This is an optimization exercise on Yosys and OpenROAD, whose aim is small area and a short achievable clock period, not a production implementation. In this exercise RTL edits were held to simulation tests only and were not proved equivalent to the original. No activity file was given, so power comes from the tool's default toggle rates.

### design.v
`timescale 1ns/100ps
`default_nettype none
module alloc_unit #(
    parameter int ENT_NUM = 8
) (
    input  wire  [ENT_NUM-1:0] busy_i,
    output logic [ENT_NUM-1:0] free_1_o,
    output logic [ENT_NUM-1:0] free_2_o,
    output logic               ge_1_o,
    output logic               ge_2_o
);
    logic [ENT_NUM:0] none_below;
    logic [ENT_NUM:0] one_below;
    assign none_below[0] = 1'b1;
    assign one_below[0] = 1'b0;
    for (genvar i = 0; i < ENT_NUM; i++) begin : g_scan
        assign free_1_o[i] = ~busy_i[i] & none_below[i];
        assign free_2_o[i] = ~busy_i[i] & one_below[i];
        assign none_below[i+1] = none_below[i] & busy_i[i];
        assign one_below[i+1] = busy_i[i] ? one_below[i] : none_below[i];
    end
    assign ge_1_o = ~&busy_i;
    assign ge_2_o = |free_2_o;
endmodule
module free_cnt #(
    parameter int ENT_NUM = 8
) (
    input  wire                clk_i,
    input  wire  [ENT_NUM-1:0] busy_nxt_i,
    output logic               full_o,
    output logic               one_o
);
    logic ge_1;
    logic ge_2;
    always_comb begin
        ge_1 = 1'b0;
        ge_2 = 1'b0;
        for (int i = 0; i < ENT_NUM; i++) begin
            ge_2 = ge_2 | (ge_1 & ~busy_nxt_i[i]);
            ge_1 = ge_1 | ~busy_nxt_i[i];
        end
    end
    always_ff @(posedge clk_i) begin
        full_o <= ~ge_1;
        one_o <= ge_1 & ~ge_2;
    end
endmodule
`default_nettype wire
`timescale 1ns/100ps
`default_nettype none
module oldest_finder #(
    parameter int ENT_NUM = 8
) (
    input  wire  [ENT_NUM-1:0]              ready_i,
    input  wire  [ENT_NUM-1:0]              phase_i,
    input  wire                             cur_phase_i,
    input  wire  [ENT_NUM-1:0][ENT_NUM-1:0] tag_le_i,
    output logic [ENT_NUM-1:0]              sel_o,
    output logic                            valid_o
);
    logic [ENT_NUM-1:0][ENT_NUM-1:0] first;
    for (genvar i = 0; i < ENT_NUM; i++) begin : g_row
        for (genvar j = 0; j < ENT_NUM; j++) begin : g_col
            if (i < j) begin : g_pair
                assign first[i][j] = (phase_i[i] ^ phase_i[j]) ? (phase_i[i] ^ cur_phase_i)
                                                               : tag_le_i[i][j];
            end else begin : g_none
                assign first[i][j] = 1'b0;
            end
        end
    end
    always_comb begin
        for (int i = 0; i < ENT_NUM; i++) begin
            sel_o[i] = ready_i[i];
            for (int j = 0; j < ENT_NUM; j++) begin
                if (j < i) begin
                    sel_o[i] = sel_o[i] & (~ready_i[j] | ~first[j][i]);
                end else if (j > i) begin
                    sel_o[i] = sel_o[i] & (~ready_i[j] | first[i][j]);
                end
            end
        end
    end
    assign valid_o = |ready_i;
endmodule
module tag_cmp (
    input  wire  [5:0] a_i,
    input  wire  [5:0] b_i,
    output logic       lt_o,
    output logic       eq_o
);
    logic [5:0] lt;
    always_comb begin
        lt[0] = ~a_i[0] & b_i[0];
        for (int b = 1; b < 6; b++) begin
            lt[b] = (~a_i[b] & b_i[b]) | (~(a_i[b] ^ b_i[b]) & lt[b-1]);
        end
    end
    assign lt_o = lt[5];
    assign eq_o = a_i == b_i;
endmodule
`default_nettype wire
`timescale 1ns/100ps
`default_nettype none
module wake_opnd (
    input  wire  [32:0] opnd_i,
    input  wire  [38:0] res_0_i,
    input  wire  [38:0] res_1_i,
    output logic        hit_0_o,
    output logic        hit_1_o
);
    assign hit_0_o = ~opnd_i[0] & res_0_i[38] & (res_0_i[37:32] == opnd_i[6:1]);
    assign hit_1_o = ~opnd_i[0] & res_1_i[38] & (res_1_i[37:32] == opnd_i[6:1]) & ~hit_0_o;
endmodule
module opnd_next (
    input  wire  [32:0] cur_i,
    input  wire  [32:0] new_1_i,
    input  wire         new_1_hit_0_i,
    input  wire         new_1_hit_1_i,
    input  wire  [32:0] new_2_i,
    input  wire         new_2_hit_0_i,
    input  wire         new_2_hit_1_i,
    input  wire         we_1_i,
    input  wire         we_2_i,
    input  wire  [38:0] res_0_i,
    input  wire  [38:0] res_1_i,
    output logic [32:0] nxt_o
);
    logic hit_0;
    logic hit_1;
    logic hold;
    logic sel_n1;
    logic sel_n2;
    logic sel_b0;
    logic sel_b1;
    logic sel_q;
    wake_opnd u_wake (.opnd_i(cur_i), .res_0_i(res_0_i), .res_1_i(res_1_i),
                      .hit_0_o(hit_0), .hit_1_o(hit_1));
    assign hold   = ~we_1_i & ~we_2_i;
    assign sel_n1 = we_1_i & ~new_1_hit_0_i & ~new_1_hit_1_i;
    assign sel_n2 = we_2_i & ~new_2_hit_0_i & ~new_2_hit_1_i;
    assign sel_b0 = (we_1_i & new_1_hit_0_i) | (we_2_i & new_2_hit_0_i) | (hold & hit_0);
    assign sel_b1 = (we_1_i & new_1_hit_1_i) | (we_2_i & new_2_hit_1_i) | (hold & hit_1);
    assign sel_q  = hold & ~hit_0 & ~hit_1;
    assign nxt_o[32:1] = (new_1_i[32:1] | ~{32{sel_n1}})
                       & (new_2_i[32:1] | ~{32{sel_n2}})
                       & (res_0_i[31:0] | ~{32{sel_b0}})
                       & (res_1_i[31:0] | ~{32{sel_b1}})
                       & (cur_i[32:1]   | ~{32{sel_q}});
    assign nxt_o[0] = (we_1_i & (new_1_i[0] | new_1_hit_0_i | new_1_hit_1_i))
                    | (we_2_i & (new_2_i[0] | new_2_hit_0_i | new_2_hit_1_i))
                    | (hold & (cur_i[0] | hit_0 | hit_1));
endmodule
`default_nettype wire
`timescale 1ns/100ps
`default_nettype none
module rs_alu #(
    parameter int ENT_NUM = 8
) (
    input  wire                clk_i,
    input  wire                reset_i,
    input  wire                next_rrf_cycle_i,
    input  wire  [ENT_NUM-1:0] we_1_i,
    input  wire  [ENT_NUM-1:0] we_2_i,
    input  wire  [140:0]       wslot_1_i,
    input  wire  [140:0]       wslot_2_i,
    input  wire  [3:0]         new_hit_i,    
    input  wire  [3:0]         new_hit_1_i,  
    input  wire  [77:0]        result_i,
    output logic [ENT_NUM-1:0] busy_o,
    output logic [ENT_NUM-1:0] busy_nxt_o,
    output logic [138:0]       issue_o,
    output logic               issue_valid_o
);
    logic [ENT_NUM-1:0]        busy;
    logic [ENT_NUM-1:0]        phase;
    logic                      cur_phase;
    logic [ENT_NUM-1:0][74:0]  fix;
    logic [ENT_NUM-1:0][32:0]  src1;
    logic [ENT_NUM-1:0][32:0]  src2;
    logic [ENT_NUM-1:0]        sel_n;       
    logic [74:0]               fix_1;
    logic [74:0]               fix_2;
    logic [ENT_NUM-1:0]        busy_nxt;
    logic [ENT_NUM-1:0]        phase_nxt;
    logic [ENT_NUM-1:0]        ready_nxt;
    logic [ENT_NUM-1:0][ENT_NUM-1:0] tag_le;
    logic [ENT_NUM-1:0][ENT_NUM-1:0] tag_le_nxt;
    logic [ENT_NUM-1:0]        new_1_lt;    
    logic [ENT_NUM-1:0]        new_1_eq;
    logic [ENT_NUM-1:0]        new_2_lt;
    logic [ENT_NUM-1:0]        new_2_eq;
    logic                      new_12_lt;
    logic                      new_12_eq;
    logic                      cur_phase_nxt;
    logic [ENT_NUM-1:0]        sel_nxt;
    logic                      valid_nxt;
    assign busy_o = busy;
    assign busy_nxt_o = busy_nxt;
    assign fix_1 = {wslot_1_i[140:109], wslot_1_i[42:0]};
    assign fix_2 = {wslot_2_i[140:109], wslot_2_i[42:0]};
    for (genvar i = 0; i < ENT_NUM; i++) begin : g_ent
        logic [74:0] fix_nxt;
        logic [32:0] src1_nxt;
        logic [32:0] src2_nxt;
        logic        hold;
        assign hold = ~we_1_i[i] & ~we_2_i[i];
        assign busy_nxt[i] = ~reset_i & (~hold | (busy[i] & sel_n[i]));
        assign phase_nxt[i] = hold ? phase[i] : cur_phase;
        assign ready_nxt[i] = busy_nxt[i] & src1_nxt[0] & src2_nxt[0];
        tag_cmp u_cmp_1 (.a_i(wslot_1_i[10:5]), .b_i(fix[i][10:5]), .lt_o(new_1_lt[i]), .eq_o(new_1_eq[i]));
        tag_cmp u_cmp_2 (.a_i(wslot_2_i[10:5]), .b_i(fix[i][10:5]), .lt_o(new_2_lt[i]), .eq_o(new_2_eq[i]));
        assign fix_nxt = (fix_1 | ~{75{we_1_i[i]}}) & (fix_2 | ~{75{we_2_i[i]}})
                       & (fix[i] | ~{75{hold}});
        opnd_next u_src1 (.cur_i(src1[i]),
                          .new_1_i(wslot_1_i[108:76]), .new_1_hit_0_i(new_hit_i[0]),
                          .new_1_hit_1_i(new_hit_1_i[0]),
                          .new_2_i(wslot_2_i[108:76]), .new_2_hit_0_i(new_hit_i[2]),
                          .new_2_hit_1_i(new_hit_1_i[2]),
                          .we_1_i(we_1_i[i]), .we_2_i(we_2_i[i]),
                          .res_0_i(result_i[38:0]), .res_1_i(result_i[77:39]),
                          .nxt_o(src1_nxt));
        opnd_next u_src2 (.cur_i(src2[i]),
                          .new_1_i(wslot_1_i[75:43]), .new_1_hit_0_i(new_hit_i[1]),
                          .new_1_hit_1_i(new_hit_1_i[1]),
                          .new_2_i(wslot_2_i[75:43]), .new_2_hit_0_i(new_hit_i[3]),
                          .new_2_hit_1_i(new_hit_1_i[3]),
                          .we_1_i(we_1_i[i]), .we_2_i(we_2_i[i]),
                          .res_0_i(result_i[38:0]), .res_1_i(result_i[77:39]),
                          .nxt_o(src2_nxt));
        always_ff @(posedge clk_i) begin
            fix[i] <= fix_nxt;
            src1[i] <= src1_nxt;
            src2[i] <= src2_nxt;
            phase[i] <= phase_nxt[i];
            busy[i] <= busy_nxt[i];
        end
    end
    tag_cmp u_cmp_12 (.a_i(wslot_1_i[10:5]), .b_i(wslot_2_i[10:5]), .lt_o(new_12_lt), .eq_o(new_12_eq));
    for (genvar i = 0; i < ENT_NUM; i++) begin : g_row
        for (genvar j = 0; j < ENT_NUM; j++) begin : g_col
            if (i < j) begin : g_pair
                logic wi;
                logic wj;
                assign wi = we_1_i[i] | we_2_i[i];
                assign wj = we_1_i[j] | we_2_i[j];
                always_comb begin
                    if (wi && wj) begin
                        tag_le_nxt[i][j] = new_12_lt | new_12_eq;
                    end else if (wi) begin
                        tag_le_nxt[i][j] = we_1_i[i] ? (new_1_lt[j] | new_1_eq[j])
                                                     : (new_2_lt[j] | new_2_eq[j]);
                    end else if (wj) begin
                        tag_le_nxt[i][j] = we_1_i[j] ? ~new_1_lt[i] : ~new_2_lt[i];
                    end else begin
                        tag_le_nxt[i][j] = tag_le[i][j];
                    end
                end
                always_ff @(posedge clk_i) begin
                    tag_le[i][j] <= tag_le_nxt[i][j];
                end
            end else begin : g_none
                assign tag_le_nxt[i][j] = 1'b0;
                assign tag_le[i][j] = 1'b0;
            end
        end
    end
    assign cur_phase_nxt = ~reset_i & (cur_phase ^ next_rrf_cycle_i);
    oldest_finder #(
        .ENT_NUM(ENT_NUM)
    ) u_oldest_finder (
        .ready_i    (ready_nxt),
        .phase_i    (phase_nxt),
        .cur_phase_i(cur_phase_nxt),
        .tag_le_i   (tag_le_nxt),
        .sel_o      (sel_nxt),
        .valid_o    (valid_nxt)
    );
    always_ff @(posedge clk_i) begin
        cur_phase <= cur_phase_nxt;
        sel_n <= ~sel_nxt;
        issue_valid_o <= valid_nxt;
    end
    always_comb begin
        logic [74:0] f;
        logic [31:0] o1;
        logic [31:0] o2;
        f = '1;
        o1 = '1;
        o2 = '1;
        for (int i = 0; i < ENT_NUM; i++) begin
            f = f & (fix[i] | {75{sel_n[i]}});
            o1 = o1 & (src1[i][32:1] | {32{sel_n[i]}});
            o2 = o2 & (src2[i][32:1] | {32{sel_n[i]}});
        end
        issue_o = {f[74:43], o1, o2, f[42:0]};
    end
endmodule
`default_nettype wire
`timescale 1ns/100ps
`default_nettype none
module rs_mem #(
    parameter int ENT_NUM = 4,
    parameter int ENT_SEL = 2
) (
    input  wire                clk_i,
    input  wire                reset_i,
    input  wire                push_1_i,     
    input  wire                push_2_i,     
    input  wire                first_2_i,    
    input  wire  [140:0]       wslot_1_i,
    input  wire  [140:0]       wslot_2_i,
    input  wire  [3:0]         new_hit_i,
    input  wire  [3:0]         new_hit_1_i,
    input  wire  [77:0]        result_i,
    output logic [ENT_NUM-1:0] busy_nxt_o,
    output logic [138:0]       issue_o,
    output logic               issue_valid_o
);
    logic [ENT_NUM-1:0]        busy;
    logic [ENT_NUM-1:0][74:0]  fix;
    logic [ENT_NUM-1:0][32:0]  src1;
    logic [ENT_NUM-1:0][32:0]  src2;
    logic [ENT_NUM-1:0]        head_oh;      
    logic [ENT_NUM-1:0]        tail_oh;
    logic [ENT_NUM-1:0]        tail_oh_1;
    logic [ENT_NUM-1:0]        we_1;
    logic [ENT_NUM-1:0]        we_2;
    logic [74:0]               fix_1;
    logic [74:0]               fix_2;
    assign fix_1 = {wslot_1_i[140:109], wslot_1_i[42:0]};
    assign fix_2 = {wslot_2_i[140:109], wslot_2_i[42:0]};
    assign tail_oh_1 = {tail_oh[ENT_NUM-2:0], tail_oh[ENT_NUM-1]};
    for (genvar i = 0; i < ENT_NUM; i++) begin : g_ent
        logic [74:0] fix_nxt;
        logic [32:0] src1_nxt;
        logic [32:0] src2_nxt;
        logic        hold;
        logic        at_tail;
        logic        at_tail_1;
        assign at_tail = tail_oh[i];
        assign at_tail_1 = tail_oh_1[i];
        assign we_1[i] = push_1_i & ~first_2_i & at_tail;
        assign we_2[i] = (push_1_i & first_2_i & at_tail) | (push_2_i & at_tail_1);
        assign hold = ~we_1[i] & ~we_2[i];
        assign busy_nxt_o[i] = ~reset_i & (~hold | (busy[i] & ~(issue_valid_o & head_oh[i])));
        assign fix_nxt = (fix_1 | ~{75{we_1[i]}}) & (fix_2 | ~{75{we_2[i]}})
                       & (fix[i] | ~{75{hold}});
        opnd_next u_src1 (.cur_i(src1[i]),
                          .new_1_i(wslot_1_i[108:76]), .new_1_hit_0_i(new_hit_i[0]),
                          .new_1_hit_1_i(new_hit_1_i[0]),
                          .new_2_i(wslot_2_i[108:76]), .new_2_hit_0_i(new_hit_i[2]),
                          .new_2_hit_1_i(new_hit_1_i[2]),
                          .we_1_i(we_1[i]), .we_2_i(we_2[i]),
                          .res_0_i(result_i[38:0]), .res_1_i(result_i[77:39]),
                          .nxt_o(src1_nxt));
        opnd_next u_src2 (.cur_i(src2[i]),
                          .new_1_i(wslot_1_i[75:43]), .new_1_hit_0_i(new_hit_i[1]),
                          .new_1_hit_1_i(new_hit_1_i[1]),
                          .new_2_i(wslot_2_i[75:43]), .new_2_hit_0_i(new_hit_i[3]),
                          .new_2_hit_1_i(new_hit_1_i[3]),
                          .we_1_i(we_1[i]), .we_2_i(we_2[i]),
                          .res_0_i(result_i[38:0]), .res_1_i(result_i[77:39]),
                          .nxt_o(src2_nxt));
        always_ff @(posedge clk_i) begin
            fix[i] <= fix_nxt;
            src1[i] <= src1_nxt;
            src2[i] <= src2_nxt;
            busy[i] <= busy_nxt_o[i];
        end
    end
    always_ff @(posedge clk_i) begin
        if (reset_i) begin
            head_oh <= ENT_NUM'(1);
            tail_oh <= ENT_NUM'(1);
        end else begin
            if (issue_valid_o) begin
                head_oh <= {head_oh[ENT_NUM-2:0], head_oh[ENT_NUM-1]};
            end
            if (push_2_i) begin
                tail_oh <= {tail_oh_1[ENT_NUM-2:0], tail_oh_1[ENT_NUM-1]};
            end else if (push_1_i) begin
                tail_oh <= tail_oh_1;
            end
        end
    end
    always_comb begin
        logic [74:0] f;
        logic [31:0] o1;
        logic [31:0] o2;
        f = '1;
        o1 = '1;
        o2 = '1;
        issue_valid_o = 1'b0;
        for (int i = 0; i < ENT_NUM; i++) begin
            f = f & (fix[i] | ~{75{head_oh[i]}});
            o1 = o1 & (src1[i][32:1] | ~{32{head_oh[i]}});
            o2 = o2 & (src2[i][32:1] | ~{32{head_oh[i]}});
            issue_valid_o = issue_valid_o | (head_oh[i] & busy[i] & src1[i][0] & src2[i][0]);
        end
        issue_o = {f[74:43], o1, o2, f[42:0]};
    end
endmodule
`default_nettype wire
`timescale 1ns/100ps
`default_nettype none
module sw_unit (
    input  wire          clk_i,
    input  wire          reset_i,
    input  wire  [142:0] dp_slot_1_i,
    input  wire  [142:0] dp_slot_2_i,
    input  wire          stall_dp_i,
    input  wire          kill_dp_i,
    input  wire          next_rrf_cycle_i,
    input  wire  [77:0]  exe_result_i,
    output logic         allocatable_o,
    output logic [138:0] alu_issue_o,
    output logic         alu_issue_valid_o,
    output logic [138:0] mem_issue_o,
    output logic         mem_issue_valid_o
);
    localparam int ALU_ENT_NUM = 8;
    localparam int LDST_ENT_NUM = 4;
    localparam int LDST_ENT_SEL = 2;
    logic                   slot_1_alu;
    logic                   slot_2_alu;
    logic                   slot_1_mem;
    logic                   slot_2_mem;
    logic [ALU_ENT_NUM-1:0] alu_busy;
    logic [ALU_ENT_NUM-1:0] alu_free_1;
    logic [ALU_ENT_NUM-1:0] alu_free_2;
    logic [ALU_ENT_NUM-1:0] alu_busy_nxt;
    logic [LDST_ENT_NUM-1:0] mem_busy_nxt;
    logic                   full_alu;
    logic                   full_mem;
    logic                   one_alu;
    logic                   one_mem;
    logic                   accept;
    logic [ALU_ENT_NUM-1:0] alu_we_1;
    logic [ALU_ENT_NUM-1:0] alu_we_2;
    logic [3:0]             new_hit_0;
    logic [3:0]             new_hit_1;
    assign slot_1_alu = dp_slot_1_i[142] & ~dp_slot_1_i[141];
    assign slot_2_alu = dp_slot_2_i[142] & ~dp_slot_2_i[141];
    assign slot_1_mem = dp_slot_1_i[142] & dp_slot_1_i[141];
    assign slot_2_mem = dp_slot_2_i[142] & dp_slot_2_i[141];
    alloc_unit #(
        .ENT_NUM(ALU_ENT_NUM)
    ) u_alloc_unit (
        .busy_i  (alu_busy),
        .free_1_o(alu_free_1),
        .free_2_o(alu_free_2),
        .ge_1_o  (),
        .ge_2_o  ()
    );
    free_cnt #(.ENT_NUM(ALU_ENT_NUM)) u_alu_cnt (
        .clk_i(clk_i), .busy_nxt_i(alu_busy_nxt), .full_o(full_alu), .one_o(one_alu));
    free_cnt #(.ENT_NUM(LDST_ENT_NUM)) u_mem_cnt (
        .clk_i(clk_i), .busy_nxt_i(mem_busy_nxt), .full_o(full_mem), .one_o(one_mem));
    assign allocatable_o = ~((dp_slot_1_i[142] & dp_slot_1_i[141] & full_mem)
                           | (dp_slot_1_i[142] & ~dp_slot_1_i[141] & full_alu)
                           | (dp_slot_2_i[142] & dp_slot_2_i[141] & full_mem)
                           | (dp_slot_2_i[142] & ~dp_slot_2_i[141] & full_alu)
                           | (dp_slot_1_i[142] & dp_slot_2_i[142] & dp_slot_1_i[141] & dp_slot_2_i[141] & one_mem)
                           | (dp_slot_1_i[142] & dp_slot_2_i[142] & ~dp_slot_1_i[141] & ~dp_slot_2_i[141] & one_alu));
    assign accept = ~stall_dp_i & ~kill_dp_i & allocatable_o;
    assign alu_we_1 = {ALU_ENT_NUM{accept & slot_1_alu}} & alu_free_1;
    assign alu_we_2 = {ALU_ENT_NUM{accept & slot_2_alu}} & (slot_1_alu ? alu_free_2 : alu_free_1);
    wake_opnd u_new_1_src1 (.opnd_i(dp_slot_1_i[108:76]), .res_0_i(exe_result_i[38:0]),
                            .res_1_i(exe_result_i[77:39]), .hit_0_o(new_hit_0[0]), .hit_1_o(new_hit_1[0]));
    wake_opnd u_new_1_src2 (.opnd_i(dp_slot_1_i[75:43]), .res_0_i(exe_result_i[38:0]),
                            .res_1_i(exe_result_i[77:39]), .hit_0_o(new_hit_0[1]), .hit_1_o(new_hit_1[1]));
    wake_opnd u_new_2_src1 (.opnd_i(dp_slot_2_i[108:76]), .res_0_i(exe_result_i[38:0]),
                            .res_1_i(exe_result_i[77:39]), .hit_0_o(new_hit_0[2]), .hit_1_o(new_hit_1[2]));
    wake_opnd u_new_2_src2 (.opnd_i(dp_slot_2_i[75:43]), .res_0_i(exe_result_i[38:0]),
                            .res_1_i(exe_result_i[77:39]), .hit_0_o(new_hit_0[3]), .hit_1_o(new_hit_1[3]));
    rs_alu #(
        .ENT_NUM(ALU_ENT_NUM)
    ) u_rs_alu (
        .clk_i           (clk_i),
        .reset_i         (reset_i),
        .next_rrf_cycle_i(next_rrf_cycle_i),
        .we_1_i          (alu_we_1),
        .we_2_i          (alu_we_2),
        .wslot_1_i       (dp_slot_1_i[140:0]),
        .wslot_2_i       (dp_slot_2_i[140:0]),
        .new_hit_i       (new_hit_0),
        .new_hit_1_i     (new_hit_1),
        .result_i        (exe_result_i),
        .busy_o          (alu_busy),
        .busy_nxt_o      (alu_busy_nxt),
        .issue_o         (alu_issue_o),
        .issue_valid_o   (alu_issue_valid_o)
    );
    rs_mem #(
        .ENT_NUM(LDST_ENT_NUM),
        .ENT_SEL(LDST_ENT_SEL)
    ) u_rs_mem (
        .clk_i           (clk_i),
        .reset_i         (reset_i),
        .push_1_i        (accept & (slot_1_mem | slot_2_mem)),
        .push_2_i        (accept & slot_1_mem & slot_2_mem),
        .first_2_i       (~slot_1_mem),
        .wslot_1_i       (dp_slot_1_i[140:0]),
        .wslot_2_i       (dp_slot_2_i[140:0]),
        .new_hit_i       (new_hit_0),
        .new_hit_1_i     (new_hit_1),
        .result_i        (exe_result_i),
        .busy_nxt_o      (mem_busy_nxt),
        .issue_o         (mem_issue_o),
        .issue_valid_o   (mem_issue_valid_o)
    );
endmodule
`default_nettype wire
### flow/run.sh
#!/bin/bash
# The standard layout (the standard.sh, standard synthesis unchanged) with two changes:
# port buffers are the smallest buffer instead of the delay buffer buffer_ports picks by
# default, and clock tree synthesis inserts no dummy loads.
set -uo pipefail
bash standard.sh \
  "BUFFER_PORTS_ARGS=-buffer_cell sky130_fd_sc_hd__buf_1" \
  "CTS_ARGS=-sink_clustering_enable -repair_clock_nets -dont_use_dummy_load -sink_clustering_size 20 -sink_clustering_max_diameter 100 -buf_list sky130_fd_sc_hd__clkbuf_16" \
  finish > orfs_make.log 2>&1
status=$?
tail -n 40 orfs_make.log
exit $status
### standard.sh
#!/bin/bash
# synth_recipe.tcl (not shown) runs the flow's synth.tcl, then flattens the netlist and writes it again
# the make line also repeats each setting of config.mk as NAME=value (left out here)
make -C /OpenROAD-flow-scripts/flow DESIGN_CONFIG=/design/flow/config.mk WORK_HOME=/design/flow/orfs CLKGATE_MAP_FILE= SYNTH_SCRIPT=/design/flow/synth_recipe.tcl "${@:-finish}"
### config.mk
export PLATFORM = sky130hd
export DESIGN_NAME = sw_unit
export DESIGN_NICKNAME = sw_unit
export VERILOG_FILES = /design/flow/design.v
export SDC_FILE = /design/flow/constraint.sdc
export NUM_CORES = 8
export LEC_CHECK = 0
export ABC_CLOCK_PERIOD_IN_PS = 5000
export CAP_MARGIN = 20
export CORE_MARGIN = 2
export CORE_UTILIZATION = 40
export CTS_BUF_LIST = sky130_fd_sc_hd__clkbuf_16
export CTS_CLUSTER_DIAMETER = 100
export CTS_CLUSTER_SIZE = 20
export PLACE_DENSITY = 0.55
export SETUP_SLACK_MARGIN = 5
export SLEW_MARGIN = 20
### constraint.sdc
create_clock -name core_clock -period 10.0 [get_ports {clk_i}]
set_input_delay 2.0000 -clock core_clock [delete_from_list [all_inputs] [get_ports {clk_i}]]
set_output_delay 2.0000 -clock core_clock [all_outputs]
set_load 0.01 [all_outputs]
==> key figures, run 1 <==
Power
  – Sw Pwr: 7.54 mW
  – Power density over the cells: 211 mW/mm^2
  – P_int: 13.5 mW
  – Combinational share of power: 27.1%
  – Max rail drop VDD: 0.000142 V
  – Switching portion of total power: 35.8%
  – P_leak: 37.9 nW
  – Seq pwr share: 51.6%
  – Clock power share: about a fifth

Global routing
  – Largest net degree at the start of global routing: 62
  – Global Route Usage Sum: 45.4%
  – First-pass GRT wire length: 748000 um
  – Remaining global-route overflow: 0
  – Vias in the first global route: 99400
  – Number of antenna violations at the first check in global routing: 126

Die
  – Die width: 476 um
  – Rows: between 150 and 200
  – Starting Density: 40.1%
  – Die ar.: 0.226 mm^2
  – # IOs: 650
  – Die Span Y: 476 um
  – Core area: 0.222 mm^2

Final layout
  – Design Area, Final: 0.0999 mm^2
  – Share of cells above drive strength 1: 8.10%
  – Fin nets: 12300
  – Multi-input logic area: 0.0500 mm^2
  – Commonest non-fill, non-tap cell in the layout: nor2_1
  – Area growth syn-to-layout: 12.3%
  – Filler cell count: 22200
  – Finished Layout Cells: 14900
  – Commonest cells after routing, fill and taps aside: nor2_1, o22ai_1, dfxtp_1
  – Reg area: 0.0353 mm^2

Drt
  – Initial DRC count: 21100
  – Drt first pass iters: 9
  – WL/cell: ~37 um
  – Routed via count: roughly 110k
  – Routed WL: 549000 um
  – Post-route DRC: 0
  – Final ANT Viol Nets: 0
  – Drt via density: 7.35

Worst setup path
  – Cell repeated most along the worst path: buf_4
  – Critical Path End Type: register
  – Critical path data arrival time: 6.01 ns
  – WP data required: 10.72 ns
  – Critical path launch point type: primary input
  – Buf/Inv on CP: 3
  – Max incr delay on CP: 0.92 ns
  – Worst-path cell chain: buf_1 -> xor2_1 -> nor4_4 -> nor3b_2 -> nor2_1 -> buf_4 -> nand2_2 -> buf_4 -> o22ai_1 -> nor3_1
  – Worst-path fanout max: 17
  – CP Class: in -> reg
  – Critical path's top delay family: simple AND/OR/NAND/NOR gates
  – CP max-delay cell: buf_1

STA
  – Crit path time final: between 5 and 6 ns
  – Max Slew Vio Count: 0
  – Hold_ws: 0.458 ns
  – Period utilization: 52.9%
  – FMAX: 0.189 GHz
  – Final setup viols: 0
  – Unrepaired setup endpoints after global routing: yes
  – Slew margin rel.: 13.5%
  – Final clock skew: 0.0614 ns
  – Setup TNS: 0 ns
  – Worst-margin pin slew: between 1 and 1.5 ns
  – Final Hold Fails: 0

Clock network
  – CTS HTree Levels: 3
  – CTS Sinks: approximately 1800
  – Max clock buf depth: 3
  – CTS hold repair buffers: 0
  – CTS Root Cell: clkbuf_16
  – Total CTS buffers: 105
  – CTS clock-pin slew for the worst setup and hold paths: 0.08 ns
  – Clock latency at the later pin of the worst-skew pair: 0.83 ns
  – CTS tree: yes

Placed design
  – Area after DPL: about 0.094 mm^2
  – Placed Cells incl. Taps: 14500
  – Hpwl dp: about 310000 um
  – Port Buffers: 649
  – Routability cong.: 1.01

Min path
  – Hold Crit Class: reg -> reg

Logic synthesis
  – Net count after synthesis: 12400
  – Mean Syn Cell Area: 7.44 um^2
  – YS warnings: 76
  – Synth Cell Area: 0.0890 mm^2
  – Synth Register Bits: 1762
  – Largest cells by area after synthesis: dfxtp_1, o22ai_1, nor2_1
  – Synth unique cells: 81
  – Cell taking the most area after synthesis: dfxtp_1
  – Sequential fraction of the synthesis area: 39.6%
  – Cells after Synth: 12000
  – Top-area cell type share of the netlist area: between 30% and 40%
  – Post-synth EDFFs: 0
  – Post-synth top flop: dfxtp_1
  – Async SR Flop Fraction: 0%

Status
  – Status: timing/DRC/antenna clean

Run
  – Max-Cap Viols: 0
worst paths after layout:
path                          start                 end  slack, ns  depth (start not counted)
setup / recovery    dp_slot_1_i[81]  u_rs_alu.src1[171]       4.71                         10
hold / removal    u_rs_mem.fix[193]   u_rs_mem.fix[193]       0.46                          2
hold reg to reg   u_rs_mem.fix[193]   u_rs_mem.fix[193]       0.46                          2
setup reg to reg   u_rs_alu.busy[0]   u_rs_alu.sel_n[7]       4.71                         14
through the flow:
stage	utilization, %	worst slack [ns]	power (mW)
6_report	45.1	4.71	21.0
5_1_grt	45.0	4.82	21.7
4_1_cts	44.7	4.97	20.6
3_5_place_dp	42.3	2.87	16.2
3_3_place_gp	42.2	2.93	15.9
2_1_floorplan	-	4.80	14.2
worst min-delay path, delay by kind of cell (launching register included):
family	cells	cell delay, ns
buffers and inverters	1	0.06
flip-flops	1	0.31
AO/OA/AOI/OAI	1	0.05
state kept, by name, summed over array words and instances, names as in the netlist, 4 cells and up:
signal / flops
u_rs_mem.fix: 300
u_rs_mem.tail_oh: 4
u_rs_alu.sel_n: 8
u_rs_alu.src1: 264
u_rs_mem.src1: 132
u_rs_alu.busy: 8
u_rs_mem.busy: 4
u_rs_mem.head_oh: 4
u_rs_mem.src2: 132
u_rs_alu.src2: 264
u_rs_alu.phase: 8
u_rs_alu.fix: 600
u_rs_alu.tag_le: 28
power groups by stage:
stage	clock, mW	sequential, mW	combinational (mW)
floorplan	0	10.4	3.86
CTS	4.44	10.7	5.41
finish	4.49	10.9	5.70
global placement	0	10.8	5.14
detailed placement	0	10.9	5.33
global route	4.68	11.0	6.08
Yosys cell counts, types with 51 or more instances:
master	count
nor4_1	412
buf_2	58
clkbuf_1	1223
nand2_1	179
nor2_1	2936
o221ai_1	55
nand4_1	70
o21ai_0	170
o22ai_1	2849
inv_1	197
nand3_1	67
dfxtp_1	1762
buf_1	97
xnor2_1	171
a221oi_1	125
nand2b_1	51
a21oi_1	272
nor3_1	483
xor2_1	171
o22a_1	55
ha_1	103
area by class of cell:
class | count | area share (%)
diodes | 85 | 0.213
clock buffers | 105 | 2.63
inverters | 206 | 0.876
multi-input cells | 8629 | 50.1
flip-flops and latches | 1762 | 35.3
well taps | 2975 | 3.72
repair buffers | 1122 | 7.14
repair inverters | 2 | 0.0175
logic make-up (layout without fill, tap and decap cells):
logic type                 count (synthesis)  count (layout)  share of synthesized area (%)
AOI/OAI and AO/OA                       3757            3762                           27.0
xor gates and xnor gates                 342             342                           3.37
adders and majority gates                103             103                           1.45
buffers and inverters                   1587            1435                           6.79
DFF                                     1762            1762                           39.6
muxes                                     30              30                          0.354
other                                      0              85                              0
and+or+nand+nor                         4377            4392                           21.4
metal layers:
metal  track usage [%]  routed length, um  up-vias
met1              56.2             198000    52000
met3              19.0              87700     2788
met2              62.3             216000    10800
met5              1.49                907        -
met4              33.5              46400       90
li1                  -                  -    43700
timing repair:
action | in CTS | in global routing
gates cloned | 26 | 7
pin swaps | 26 | 11
endpoints found under the setup margin | 1459 | 515
gates resized for setup | 277 | 116
setup buffers | 94 | 26
==> run 2: changes to the inputs <==
--- a/config.mk
+++ b/config.mk
@@ -10,3 +10,3 @@
 export CORE_MARGIN = 2
-export CORE_UTILIZATION = 40
+export CORE_UTILIZATION = 35
 export CTS_BUF_LIST = sky130_fd_sc_hd__clkbuf_16
@@ -14,4 +14,4 @@
 export CTS_CLUSTER_SIZE = 20
-export PLACE_DENSITY = 0.55
-export SETUP_SLACK_MARGIN = 5
+export PLACE_DENSITY = 0.5
+export SETUP_SLACK_MARGIN = 4.8
 export SLEW_MARGIN = 20
==> run 2 against run 1 <==
  * Combinational power is essentially flat
  * Critical path type is now reg -> out
  * First-iteration DRC count shrank 15%
  * Critical endpoint is now mem_issue_o[105]
  * Still clean
  * Critical path depth shrank 5
  * Power is essentially flat
  * Largest cell class unchanged
==> key figures, run 2 <==
Drt
  – Drt via density: 7.00
  – Final ANT Viol Nets: 0
  – Routed WL: 546000 um
  – Drt first pass iters: 7
  – WL/cell: 36.0 um
  – Initial DRC count: 17900
  – Post-route DRC: 0
  – Routed via count: 106000

Clock network
  – CTS HTree Levels: 3
  – Max clock buf depth: 3
  – CTS clock-pin slew for the worst setup and hold paths: 0.09 ns
  – CTS tree: yes
  – Total CTS buffers: 106
  – CTS Sinks: 1762
  – Clock latency at the later pin of the worst-skew pair: just over 0.8 ns
  – CTS hold repair buffers: 0
  – CTS Root Cell: clkbuf_16

STA
  – FMAX: 0.188 GHz
  – Final clock skew: between 0.07 and 0.08 ns
  – Final setup viols: 0
  – Final Hold Fails: 0
  – Crit path time final: approximately 5.3 ns
  – Slew margin rel.: 15.0%
  – Setup TNS: 0 ns
  – Unrepaired setup endpoints after global routing: yes
  – Period utilization: 53.3%
  – Worst-margin pin slew: 1.26 ns
  – Max Slew Vio Count: 0

Power
  – Power density over the cells: 213 mW/mm^2
  – Switching portion of total power: 35.7%
  – Clock power share: 21.5%
  – Max rail drop VDD: 0.000155 V
  – P_int: roughly 14 mW
  – Seq pwr share: 51.5%
  – Combinational share of power: 27.0%
  – P_leak: 37.2 nW
  – Sw Pwr: ~7.5 mW

Global routing
  – First-pass GRT wire length: 751000 um
  – GR Util met3: about an eighth
  – GRT Max-Usage Layer: met2
  – Remaining global-route overflow: 0
  – Met1 usage: 51.1%
  – Global Route Usage Sum: 39.8%
  – Met2 usage: 56.3%
  – Largest net degree at the start of global routing: 72
  – Number of antenna violations at the first check in global routing: 112
  – Vias in the first global route: 98700

Final layout
  – Commonest non-fill, non-tap cell in the layout: nor2_1
  – Max reg flops: 600
  – Commonest cells after routing, fill and taps aside: nor2_1, o22ai_1, dfxtp_1
  – Most flop-heavy register: u_rs_alu.fix
  – Reg area: 0.0353 mm^2
  – Fin nets: 12200
  – Regs by FF count: u_rs_alu.fix: 600 flops, u_rs_mem.fix: 300 flops
  – Design Area, Final: ~0.1 mm^2
  – Share of cells above drive strength 1: 7.11%
  – Filler cell count: 26000
  – Area growth syn-to-layout: 11.3%
  – Finished Layout Cells: between 15000 and 20000
  – Multi-input logic area: 0.0496 mm^2

Worst setup path
  – Critical path launch point type: register
  – WP data required: 8.00 ns
  – Worst-path fanout max: 51
  – Max incr delay on CP: 0.60 ns
  – CP max-delay cell: nor2_1
  – CP Class: reg -> out
  – Reg2Reg Setup Slack: 5.05 ns
  – Critical Path End Type: output port
  – Critical path data arrival time: 3.33 ns
  – Worst-path cell chain: inv_4 -> buf_8 -> o22ai_1 -> nor2_1 -> buf_1

Logic synthesis
  – Mux contribution to synthesized area: 0.354%
  – Fraction of the mapped netlist area in compound gates: 27.0%
  – Net count after synthesis: 12400
  – Synth Area in Simple Gates: 21.4%
  – Mean Syn Cell Area: 7.44 um^2
  – Most frequent cell after synthesis: nor2_1
  – Synth unique cells: 81
  – Post-Synth Adder-Cell Area: ~1.4%
  – Synth cell count leaders: nor2_1, o22ai_1, dfxtp_1
  – YS warnings: 76
  – Cell taking the most area after synthesis: dfxtp_1
  – Synth Cell Area: a little under 0.09 mm^2
  – Main combinational cell family by area after synthesis: compound AO/OA/AOI/OAI gates
  – Post-synthesis xor/xnor area fraction: 3.37%
  – Cells after Synth: 12000
  – Largest cells by area after synthesis: dfxtp_1, o22ai_1, nor2_1
  – Synth Register Bits: 1762
  – Post-synth top flop: dfxtp_1
  – Async SR Flop Fraction: 0%
  – Sequential fraction of the synthesis area: approximately two fifths
  – Post-synth EDFFs: 0
  – Top-area cell type share of the netlist area: 39.6%

Placed design
  – Port Buffers: 649
  – Hpwl dp: 312000 um
  – Placed Cells incl. Taps: 14900
  – Area after DPL: approximately 0.094 mm^2
  – Routability cong.: 1.04

Die
  – Die Span Y: 508 um
  – Die width: 508 um
  – Rows: 185
  – # IOs: 650
  – Core area: 0.253 mm^2
  – Die ar.: 0.258 mm^2
  – Starting Density: 35.1%

Run
  – Max-Cap Viols: 0

Status
  – Status: timing/DRC/antenna clean

Min path
  – Hold Crit Class: reg -> reg
==> run 2: cell counts after synthesis <==
No cell type changed its count.
==> run 2: layout make-up <==
class                   count  area share [%]
diodes                     70           0.177
well taps                3366            4.25
clock buffers             106            2.68
flip-flops and latches   1762            35.7
inverters                 206           0.844
multi-input cells        8617            50.1
repair buffers           1061            6.27
==> run 2: kinds of logic after synthesis <==
logic type | count (synthesis)
AOI/OAI and AO/OA | 3757
xor gates and xnor gates | 342
adders and majority gates | 103
buffers and inverters | 1587
DFF | 1762
muxes | 30
and+or+nand+nor | 4377
==> run 2: what timing repair did <==
item	4_1_cts	5_1_grt
gates resized for setup	157	58
buffers inserted	23	29
pin swaps	10	5
cloned	12	2
endpoints found under the setup margin	998	467
==> run 2: critical path: cells and delay by family (launching register included) <==
kind            cells  cell delay (ns)
flops               1             0.36
simple gates        1             0.60
buf+inv             3             1.15
compound gates      1             0.20
==> run 2: final timing paths <==
| path | start | endpoint | cells past startpoint |
|---|---|---|---|
| worst min register to register | u_rs_mem.fix[245] | u_rs_mem.fix[245] | 2 |
| worst max register to register | u_rs_alu.busy[0] | u_rs_alu.sel_n[4] | 12 |
| worst min-delay path | u_rs_mem.fix[245] | u_rs_mem.fix[245] | 2 |
| worst max-delay path | u_rs_mem.head_oh[2] | mem_issue_o[105] | 5 |
==> run 2: power by group through the flow <==
stage	clock, mW	sequential, mW	combinational [mW]
floorplan	0	10.4	3.86
CTS	4.50	10.7	5.44
detailed placement	0	10.9	5.38
global route	4.73	11.0	6.09
finish	4.52	10.8	5.68
global placement	0	10.8	5.18
==> run 2: per-stage QoR <==
stage                     util (%)  power [mW]  hold WS (ns)  setup slack (ns)
final                         39.1        21.0         0.456              4.67
after floorplan                  -        14.2         0.432              4.77
after global placement        37.2        16.0         0.439              3.00
after CTS                     38.8        20.7         0.458              4.80
after global routing          39.0        21.8         0.474              4.65
after detailed placement      37.2        16.3         0.446              2.95
==> run 2: layer usage <==
metal / vias up / share of wire (%)
met2: 9239 / 41
met1: 51600 / 38
met5: - / 0.068
met4: 54 / 7.1
li1: 43400 / -
met3: 2109 / 14
==> run 3: changes to the inputs <==
==> flow/run.sh (replaced) <==
#!/bin/bash
set -uo pipefail
bash standard.sh \
  "BUFFER_PORTS_ARGS=-buffer_cell sky130_fd_sc_hd__buf_1" \
  "CTS_ARGS=-sink_clustering_enable -repair_clock_nets -dont_use_dummy_load -sink_clustering_size 20 -sink_clustering_max_diameter 100 -buf_list sky130_fd_sc_hd__clkbuf_16" \
  SETUP_SLACK_MARGIN=5.25 \
  finish > orfs_make.log 2>&1
status=$?
tail -n 40 orfs_make.log
exit $status
--- a/config.mk
+++ b/config.mk
@@ -15,3 +15,3 @@
 export PLACE_DENSITY = 0.5
-export SETUP_SLACK_MARGIN = 4.8
+export SETUP_SLACK_MARGIN = 5
 export SLEW_MARGIN = 20
==> run 3 against run 2 <==
  * Largest power group unchanged
  * Combinational power about the same
  * Critical path type is now in -> reg
  * Fmax increased by 6.0%
  * Wire length increased by 0.79%
  * Register-to-register slack improved by 0.21 ns
  * Still clean
  * Critical path depth increased by 7
==> key figures, run 3 <==
Clock network
  – CTS Sinks: 1762
  – CTS Root Cell: clkbuf_16
  – CTS HTree Levels: 3
  – Max clock buf depth: 3
  – Clock latency at the later pin of the worst-skew pair: approximately 0.85 ns
  – CTS tree: yes
  – CTS clock-pin slew for the worst setup and hold paths: 0.09 ns
  – Total CTS buffers: about 110

STA
  – Slew margin rel.: between 20% and 30%
  – Final Hold Fails: 0
  – Crit path time final: 5.03 ns
  – Max Slew Vio Count: 0
  – Setup TNS: 0 ns
  – Unrepaired setup endpoints after global routing: yes
  – Hold_ws: between 0.4 and 0.5 ns
  – Final clock skew: approximately 0.12 ns
  – Final setup viols: 0
  – FMAX: 0.199 GHz
  – Worst-margin pin slew: 1.17 ns
  – Period utilization: 50.3%

Logic synthesis
  – Cells after Synth: 12000
  – Post-synth EDFFs: 0
  – YS warnings: 76
  – Synth unique cells: 81
  – Post-synth top flop: dfxtp_1
  – Synth Cell Area: 0.0890 mm^2
  – Synth cell count leaders: nor2_1, o22ai_1, dfxtp_1
  – Synth Register Bits: 1762
  – Net count after synthesis: 12400
  – Cell taking the most area after synthesis: dfxtp_1
  – Top-area cell type share of the netlist area: 39.6%
  – Sequential fraction of the synthesis area: 39.6%
  – Most frequent cell after synthesis: nor2_1
  – Mean Syn Cell Area: 7.44 um^2
  – Largest cells by area after synthesis: dfxtp_1, o22ai_1, nor2_1
  – Async SR Flop Fraction: 0%

Worst setup path
  – CP max-delay cell: a211o_2
  – Max incr delay on CP: about 0.53 ns
  – Reg2Reg Setup Slack: 5.26 ns
  – FF-to-FF Start: u_rs_alu.busy[0]
  – R2R cell count: 11
  – Worst-path cell chain: buf_8 -> mux2_4 -> buf_4 -> buf_4 -> a211o_2 -> o31ai_1 -> nand2_2 -> o21ai_0 -> o221ai_1 -> and3_1 -> a221o_1 -> or4_1
  – Cell repeated most along the worst path: buf_4
  – Critical Path End Type: register
  – CP Class: in -> reg
  – WP data required: about 11 ns
  – Critical path data arrival time: 5.70 ns
  – Worst-path fanout max: 9
  – Critical path launch point type: primary input
  – RR Endpoint: u_rs_alu.src1[258]

Power
  – Max rail drop VDD: 0.000153 V
  – P_leak: 38.6 nW
  – Power density over the cells: 206 mW/mm^2

Final layout
  – Commonest non-fill, non-tap cell in the layout: nor2_1
  – Filler cell count: 25900
  – Area growth syn-to-layout: 14.6%
  – Commonest cells after routing, fill and taps aside: nor2_1, o22ai_1, dfxtp_1
  – Most flop-heavy register: u_rs_alu.fix
  – Share of cells above drive strength 1: 9.23%
  – Fin nets: 12400
  – Final Core Density: 40.2%
  – Reg area: 0.0353 mm^2
  – Regs by FF count: u_rs_alu.fix: 600 flops, u_rs_mem.fix: 300 flops
  – Max reg flops: 600
  – Multi-input logic area: 0.0505 mm^2

Drt
  – Post-route DRC: 0
  – Initial DRC count: 17500
  – Drt via density: 6.95
  – Final ANT Viol Nets: 0
  – WL/cell: ~36 um
  – Drt first pass iters: 9
  – Routed via count: 107000
  – Routed WL: 551000 um

Die
  – Die width: 508 um
  – Core area: 0.253 mm^2
  – # IOs: 650
  – Rows: 185
  – Starting Density: 35.1%
  – Die ar.: 0.258 mm^2
  – Die Span Y: 508 um

Global routing
  – Vias in the first global route: 99400
  – Largest net degree at the start of global routing: 59
  – Number of antenna violations at the first check in global routing: 107
  – Remaining global-route overflow: 0
  – Global Route Usage Sum: about two fifths
  – First-pass GRT wire length: 750000 um

Placed design
  – Port Buffers: between 600 and 700
  – Hpwl dp: ~310000 um
  – Routability cong.: 1.02

Min path
  – Hold Crit Class: reg -> reg
  – Worst Hold Launch: u_rs_mem.fix[197]
  – WHS Endpoint: u_rs_mem.fix[197]
  – Hold path cells: 2

Run
  – Max-Cap Viols: 0

Status
  – Status: timing/DRC/antenna clean
run 3: repair_timing:
action,CTS,global route
endpoints found under the setup margin,1666,627
pin swaps,27,13
setup buffers,130,54
gates resized for setup,422,158
hold buffers,0,0
cloned,26,13
run 3: layout make-up:
type                       instances  share of cell area [%]
sequential                      1762                    34.6
multi-input combinational       8631                    49.5
antenna                           50                   0.123
tap                             3366                    4.13
timing repair buffer            1203                    8.15
inverter                         206                   0.877
clock buffer                     107                    2.63
timing repair inverter             1                 0.00491
run 3: worst max path at each step:
stage / endpoint / from / slack [ns]
final: u_rs_alu.sel_n[4] / dp_slot_2_i[141] / 4.97
after global routing: allocatable_o / dp_slot_2_i[141] / 5.00
after CTS: allocatable_o / dp_slot_2_i[141] / 4.98
after detailed placement: u_rs_alu.sel_n[4] / dp_slot_1_i[142] / 2.72
after global placement: u_rs_alu.sel_n[4] / dp_slot_1_i[142] / 2.68
after floorplan: u_rs_alu.sel_n[7] / dp_slot_1_i[141] / 4.81
run 3: cells by family (layout without fill, tap and decap cells):
| kind of cell | count (synthesis) | count (layout) | share of synthesized area (%) |
|---|---|---|---|
| compound gates | 3757 | 3759 | 27.0 |
| other cells | 0 | 50 | 0 |
| mux | 30 | 30 | 0.354 |
| simple gates | 4377 | 4397 | 21.4 |
| xor+xnor | 342 | 342 | 3.37 |
| fa+ha+maj | 103 | 103 | 1.45 |
| flops | 1762 | 1762 | 39.6 |
| buf+inv | 1587 | 1517 | 6.79 |
run 3: worst max-delay path: cells and delay by family:
| family | cells | cell delay (ns) |
|---|---|---|
| and+or+nand+nor | 3 | 1.29 |
| AOI/OAI and AO/OA | 5 | 1.68 |
| muxes | 1 | 0.31 |
| buffers and inverters | 3 | 0.40 |
run 3: routing by layer:
layer  track usage, %  wire, um
met2             57.2    226000
met3             14.4     77200
met4             24.6     39000
met5            0.315       663
met1             50.1    208000
run 3: stage by stage:
step | instance area [um^2] | total power [mW] | worst slack, ns | instances
6_report | 102000 | 21.0 | 4.97 | 15300
5_1_grt | 102000 | 21.8 | 5.00 | 15300
4_1_cts | 101000 | 20.6 | 4.98 | 15200
3_5_place_dp | 94200 | 16.1 | 2.72 | 14900
3_3_place_gp | 94200 | 15.9 | 2.68 | 14900
2_1_floorplan | 89200 | 14.2 | 4.81 | 12000
run 3: power breakdown:
part | switching, mW | leakage [nW] | internal (mW) | total, mW
Combinational | 3.20 | 22.6 | 2.46 | 5.65
Sequential | 1.58 | 14.7 | 9.23 | 10.8
Clock | 2.65 | 1.32 | 1.89 | 4.54

## separate check: timing with driven ports
How much do the figures lean on ideal ports? The routed layouts below were timed once more, with nothing changed but the port constraints. Step 1, drivers: a clkbuf_16 drives clk_i and a buf_2 each remaining input, both assumed. Step 2, shift: input delay + t, output delay - t, t = (earliest + latest rising clock arrival at the registers) / 2. This alone moves slack from input paths to output paths. Slacks: no drivers / after step 1 / after step 2; pairs: no drivers / after step 1.
run | shift t [ns] | setup WS [ns] | worst setup path after step 2 | clock arrival spread, ns | worst register clock-pin slew, ns
run 1 | 0.906 | 4.705 / 4.710 / 3.827 | input to register | 0.070 / 0.070 | 0.10 / 0.10
run 2 | 0.895 | 4.671 / 4.566 / 3.844 | input to register | 0.078 / 0.079 | 0.11 / 0.11
run 3 | 0.884 | 4.972 / 4.885 / 4.071 | input to register | 0.118 / 0.118 | 0.11 / 0.11
After both steps every run listed still meets setup and hold. For run 3, which loses most, drivers alone change the setup slack by -0.087 ns; drivers and shift together by -0.901 ns.
